This is an optimization exercise on Yosys and OpenROAD, whose aim is small area, a short achievable clock period and few clock cycles per item, not a production implementation.
At most, simulation tests tie the RTL to the original design; equivalence was not proved.
Power figures rest on the tool's default switching activity, not on a simulated workload.

== oak ==
// requant_pack
module requant_pack #(
  parameter int MULT_W = 16,
  parameter int LANES  = 4
) (
  input  logic              ACLK,
  input  logic              ARESETN,
  input  logic [31:0]       SD_AXIS_TDATA,
  input  logic              SD_AXIS_TVALID,
  input  logic              SD_AXIS_TLAST,
  output logic              SD_AXIS_TREADY,
  input  logic [MULT_W-1:0] CFG_MULT,
  input  logic [4:0]        CFG_SHIFT,
  input  logic [7:0]        CFG_ZP,
  output logic [31:0]       MO_AXIS_TDATA,
  output logic [3:0]        MO_AXIS_TKEEP,
  output logic              MO_AXIS_TLAST,
  output logic              MO_AXIS_TVALID,
  input  logic              MO_AXIS_TREADY
);
Size: ~1800 cells after synthesis, about 0.021 mm^2 of cells after synthesis.
==> flow/config.mk <==
export PLATFORM = sky130hd
export DESIGN_NAME = requant_pack
export DESIGN_NICKNAME = requant_pack
export VERILOG_FILES = /design/flow/design.v
export SDC_FILE = /design/flow/constraint.sdc
export NUM_CORES = 4
export LEC_CHECK = 0
export CAP_MARGIN = 20
export CORE_MARGIN = 2
export CORE_UTILIZATION = 50
export CTS_BUF_LIST = sky130_fd_sc_hd__clkbuf_8
export CTS_CLUSTER_DIAMETER = 60
export CTS_CLUSTER_SIZE = 20
export PLACE_DENSITY = 0.65
export SLEW_MARGIN = 20
export SYNTH_HIERARCHICAL = 1
export SYNTH_MINIMUM_KEEP_SIZE = 0
export SETUP_SLACK_MARGIN = 6.6
export BUFFER_PORTS_ARGS = -buffer_cell sky130_fd_sc_hd__buf_2
==> flow/constraint.sdc <==
create_clock -name core_clock -period 10.0 [get_ports {ACLK}]
set_input_delay 2.0000 -clock core_clock [delete_from_list [all_inputs] [get_ports {ACLK}]]
set_output_delay 2.0000 -clock core_clock [all_outputs]
set_load 0.01 [all_outputs]
standard.sh (not shown) runs the stock make flow with config.mk's settings and CLKGATE_MAP_FILE= SYNTH_SCRIPT=/design/flow/synth_recipe.tcl, a recipe that flattens the netlist after the stock synthesis.
==> flow/flow/run.sh <==
#!/bin/bash
set -e
echo "export SETUP_SLACK_MARGIN = 6.6" >> "$FLOW_CONFIG"
echo "export BUFFER_PORTS_ARGS = -buffer_cell sky130_fd_sc_hd__buf_2" >> "$FLOW_CONFIG"
bash standard.sh > standard.log 2>&1
Setup changes, oak to pine
Settings: a deleted PLACE_DENSITY that had been 0.65; a change of CORE_UTILIZATION from 50 to 40.
Findings:
- pine ends up with a combinational share of power that is 0.2 points higher than in oak.
- The termination of the worst setup path comes out go_q[4] in one run and tdata_q[17] in the other, namely in oak and pine respectively.
- The run showing the greater critical path depth is pine.
- Library cell contributing the largest single delay on the critical path: sky130_fd_sc_hd__or4_1 -> oak, sky130_fd_sc_hd__mux4_2 -> pine
- Between oak and pine, the multi-input gate share of the layout cell area does not differ in any meaningful way.
- [compare] base=oak new=pine: routed wire length now larger; number of buffers inserted by post-CTS setup repair now smaller; share of the core filled with cells decreased by 11 points relative to the old numbers; power up 1.6%; design area saw an increase.
No functional check of the RTL was part of any run of this note.

---

requant_pack, a different RTL version from the one above (not shown whole).
For scale: roughly 2,400 cells after synthesis, ~23,000 sq um of cells after synthesis.
==> flow/design.v (excerpt) <==
module requant_pack #(
  parameter int MULT_W = 16,
  parameter int LANES  = 4
) (
  input  logic              ACLK,
  input  logic              ARESETN,
  input  logic [31:0]       SD_AXIS_TDATA,
  input  logic              SD_AXIS_TVALID,
  input  logic              SD_AXIS_TLAST,
  output logic              SD_AXIS_TREADY,
  input  logic [MULT_W-1:0] CFG_MULT,
  input  logic [4:0]        CFG_SHIFT,
  input  logic [7:0]        CFG_ZP,
  output logic [31:0]       MO_AXIS_TDATA,
  output logic [3:0]        MO_AXIS_TKEEP,
  output logic              MO_AXIS_TLAST,
  output logic              MO_AXIS_TVALID,
  input  logic              MO_AXIS_TREADY
);
  logic [7:0] p1_q, p2_q, n1_q;    
  logic       t8_q;                
  logic [4:0] sh_q;
  logic [7:0] zp_q;
  logic [7:0] rp1, rp2, rn1;
  logic [8:0] rc;                  
  logic [7:0] rg, rpp, rcy;
  always_comb begin
    for (int j = 0; j < 8; j++) begin
      rg[j]  = CFG_MULT[2*j+1] & CFG_MULT[2*j];
      rpp[j] = CFG_MULT[2*j+1];
    end
  end
  rp_ks8c u_rcarry (.g(rg), .p(rpp), .c(rcy));
  always_comb begin
    rc = {rcy, 1'b0};
    for (int j = 0; j < 8; j++) begin
      rp1[j]   = (CFG_MULT[2*j +: 2] == 2'd1 && !rc[j]) || (CFG_MULT[2*j +: 2] == 2'd0 && rc[j]);
      rp2[j]   = (CFG_MULT[2*j +: 2] == 2'd2 && !rc[j]) || (CFG_MULT[2*j +: 2] == 2'd1 && rc[j]);
      rn1[j]   = (CFG_MULT[2*j +: 2] == 2'd3 && !rc[j]) || (CFG_MULT[2*j +: 2] == 2'd2 && rc[j]);
    end
  end
  always_ff @(posedge ACLK) begin
    p1_q <= rp1;
    p2_q <= rp2;
    n1_q <= rn1;
    t8_q <= rc[8];
  ...
clock: 10.0 ns
lec_check: 0
cap_margin: 20
core_margin: 2
core_utilization: 40
setup_slack_margin: 5
slew_margin: 20
synth_hierarchical: 1
synth_minimum_keep_size: 0
run.sh (not shown) runs the stock make flow with config.mk's settings and CLKGATE_MAP_FILE= SYNTH_SCRIPT=/design/flow/synth_recipe.tcl, a recipe that flattens the netlist after the stock synthesis.
Stock flow here: none of the scripts above is used.
The baseline finished clean.
Testbench counts at the start, summed over its fixed seeds: cycles 16,416, items 16,384.
Change:
--- a/flow/config.mk
+++ b/flow/config.mk
@@ -10 +10 @@
-export CORE_UTILIZATION = 40
+export CORE_UTILIZATION = 30
First-iteration DRC count goes up by 7.6%. Worst setup slack got worse by 63 ps. Wire length goes down by 1.1%. Final cell count goes up by 8.5%. Via count goes down by 1.4%.
Change:
==> flow/flow/run.sh (new file) <==
#!/bin/bash
set -e
echo "export SETUP_SLACK_MARGIN = 6.6" >> "$FLOW_CONFIG"
echo "export BUFFER_PORTS_ARGS = -buffer_cell sky130_fd_sc_hd__buf_2" >> "$FLOW_CONFIG"
bash standard.sh > standard.log 2>&1
==> flow/standard.sh (new file) <==
#!/bin/bash
# synth_recipe.tcl (not shown) runs the flow's synth.tcl, then flattens the netlist and writes it again
# the make line also repeats each setting of config.mk as NAME=value (left out here)
make -C /OpenROAD-flow-scripts/flow DESIGN_CONFIG=/design/flow/config.mk WORK_HOME=/design/flow/orfs CLKGATE_MAP_FILE= SYNTH_SCRIPT=/design/flow/synth_recipe.tcl "${@:-finish}"
--- a/flow/config.mk
+++ b/flow/config.mk
@@ -10,2 +10,2 @@
-export CORE_UTILIZATION = 30
-export SETUP_SLACK_MARGIN = 5
+export CORE_UTILIZATION = 40
+export CTS_BUF_LIST = sky130_fd_sc_hd__clkbuf_8
@@ -14,0 +15,2 @@
+export SETUP_SLACK_MARGIN = 6.6
+export BUFFER_PORTS_ARGS = -buffer_cell sky130_fd_sc_hd__buf_2
removed: flow/run.sh
The changed run completed with no timing, DRC or antenna violations.
Synthesized cell count does not change.
Total power is higher by a few percent.
Sequential power is lower by a few percent.
Worst setup slack gains 1000 ps.
Sequential cell count does not change.
Sequential share of layout area is about the same.
Worst hold slack stays flat.
Wire length is higher by a few percent.
Count of clock-buffer cells in the layout is higher by 17.
Change:
==> flow/flow/run.sh (replaced) <==
#!/bin/bash
set -e
echo "export SETUP_SLACK_MARGIN = 6.6" >> "$FLOW_CONFIG"
bash standard.sh > standard.log 2>&1
--- a/flow/config.mk
+++ b/flow/config.mk
@@ -11 +10,0 @@
-export CTS_BUF_LIST = sky130_fd_sc_hd__clkbuf_8
@@ -16 +14,0 @@
-export BUFFER_PORTS_ARGS = -buffer_cell sky130_fd_sc_hd__buf_2
Critical path depth is higher by 1.
Clock-buffer cell count is lower by 12.
Total power is higher by 2.9%.
Die area does not change.
Fmax is lower by 0.79%.
Flip-flop and latch count stays the same.

---

Setup of run A:
Another version of the RTL of requant_pack (not shown whole).
Size: ~2,400 cells after synthesis, about 110 I/O pins, about 23,000 um2 of cells after synthesis.
## requant_pack
module requant_pack #(
  parameter int MULT_W = 16,
  parameter int LANES  = 4
) (
  input  logic              ACLK,
  input  logic              ARESETN,
  input  logic [31:0]       SD_AXIS_TDATA,
  input  logic              SD_AXIS_TVALID,
  input  logic              SD_AXIS_TLAST,
  output logic              SD_AXIS_TREADY,
  input  logic [MULT_W-1:0] CFG_MULT,
  input  logic [4:0]        CFG_SHIFT,
  input  logic [7:0]        CFG_ZP,
  output logic [31:0]       MO_AXIS_TDATA,
  output logic [3:0]        MO_AXIS_TKEEP,
  output logic              MO_AXIS_TLAST,
  output logic              MO_AXIS_TVALID,
  input  logic              MO_AXIS_TREADY
);
Settings: LEC_CHECK=0, CAP_MARGIN=20, CORE_MARGIN=2, CORE_UTILIZATION=40, CTS_BUF_LIST=sky130_fd_sc_hd__clkbuf_8, CTS_CLUSTER_DIAMETER=60, CTS_CLUSTER_SIZE=20, SLEW_MARGIN=20, SYNTH_HIERARCHICAL=1, SYNTH_MINIMUM_KEEP_SIZE=0, SETUP_SLACK_MARGIN=6.6, BUFFER_PORTS_ARGS=-buffer_cell sky130_fd_sc_hd__buf_2; clock period 10.0 ns.
standard.sh (not shown) runs the stock make flow with config.mk's settings and CLKGATE_MAP_FILE= SYNTH_SCRIPT=/design/flow/synth_recipe.tcl, a recipe that flattens the netlist after the stock synthesis.
==> flow/flow/run.sh <==
#!/bin/bash
set -e
echo "export SETUP_SLACK_MARGIN = 6.6" >> "$FLOW_CONFIG"
echo "export BUFFER_PORTS_ARGS = -buffer_cell sky130_fd_sc_hd__buf_2" >> "$FLOW_CONFIG"
bash standard.sh > standard.log 2>&1
Run A ran to completion and came out clean on the timing, DRC and antenna checks.
[inputs] run B vs run A
- SETUP_SLACK_MARGIN: 6.6 -> 6.8
diff --git a/flow/flow/run.sh b/flow/flow/run.sh
--- a/flow/flow/run.sh
+++ b/flow/flow/run.sh
@@ -3 +3 @@
-echo "export SETUP_SLACK_MARGIN = 6.6" >> "$FLOW_CONFIG"
+echo "export SETUP_SLACK_MARGIN = 6.8" >> "$FLOW_CONFIG"
Notes after the runs:
The higher ratio of cells with drive above 1 in the final layout came out of run B. Of the two values seen for top metal layer carrying routed signals, met4 was produced by run B and met5 by run A. Run comparison: run A worst setup path startpoint nra_q[13]; run B worst setup path startpoint nra_q[0]. Run B against run A: core utilization shows an increase of 1.2 points; global-route track usage on met3 saw a decrease; internal portion of total power now larger; minimum clock period moved down; cell area after placement shows an increase of about 0.75%.
No run of this note included a check of the RTL's function; only the layout flow was run.

re-timing with driven ports:
In the flow no input, the clock included, has a driving cell. The finished layouts below were timed again as built, in two steps.
Step 1 assumes that a clkbuf_16 drives the clock port and a buf_2 every other input.
Step 2 also shifts input and output timing later by t, the mid clock arrival at the registers, as if the neighbouring blocks saw the same clock.
Slacks: ideal ports / drivers / drivers and shift; pairs: ideal ports / drivers.
| run | t, ns | setup slack, ns | slew at the worst register clock pin (ns) |
|---|---|---|---|
| oak | 0.684 | 6.567 / 6.567 / 6.242 | 0.12 / 0.12 |
| pine | 0.693 | 6.569 / 6.569 / 6.243 | 0.12 / 0.12 |
| the first run of note 2 | 0.613 | 5.616 / 5.616 / 5.616 | 0.06 / 0.06 |
| the second run of note 2 | 0.615 | 5.553 / 5.553 / 5.553 | 0.07 / 0.07 |
| the third run of note 2 | 0.706 | 6.577 / 6.577 / 6.157 | 0.07 / 0.07 |
| the fourth run of note 2 | 0.598 | 6.550 / 6.550 / 6.122 | 0.06 / 0.06 |
| run A | 0.731 | 6.473 / 6.473 / 6.266 | 0.11 / 0.11 |
| run B | 0.704 | 6.523 / 6.523 / 6.481 | 0.11 / 0.11 |
After both steps every run listed still meets setup and hold. The setup slack of the fourth run of note 2, which loses most, moves by 0.000 ns with the drivers and by -0.428 ns with both steps.
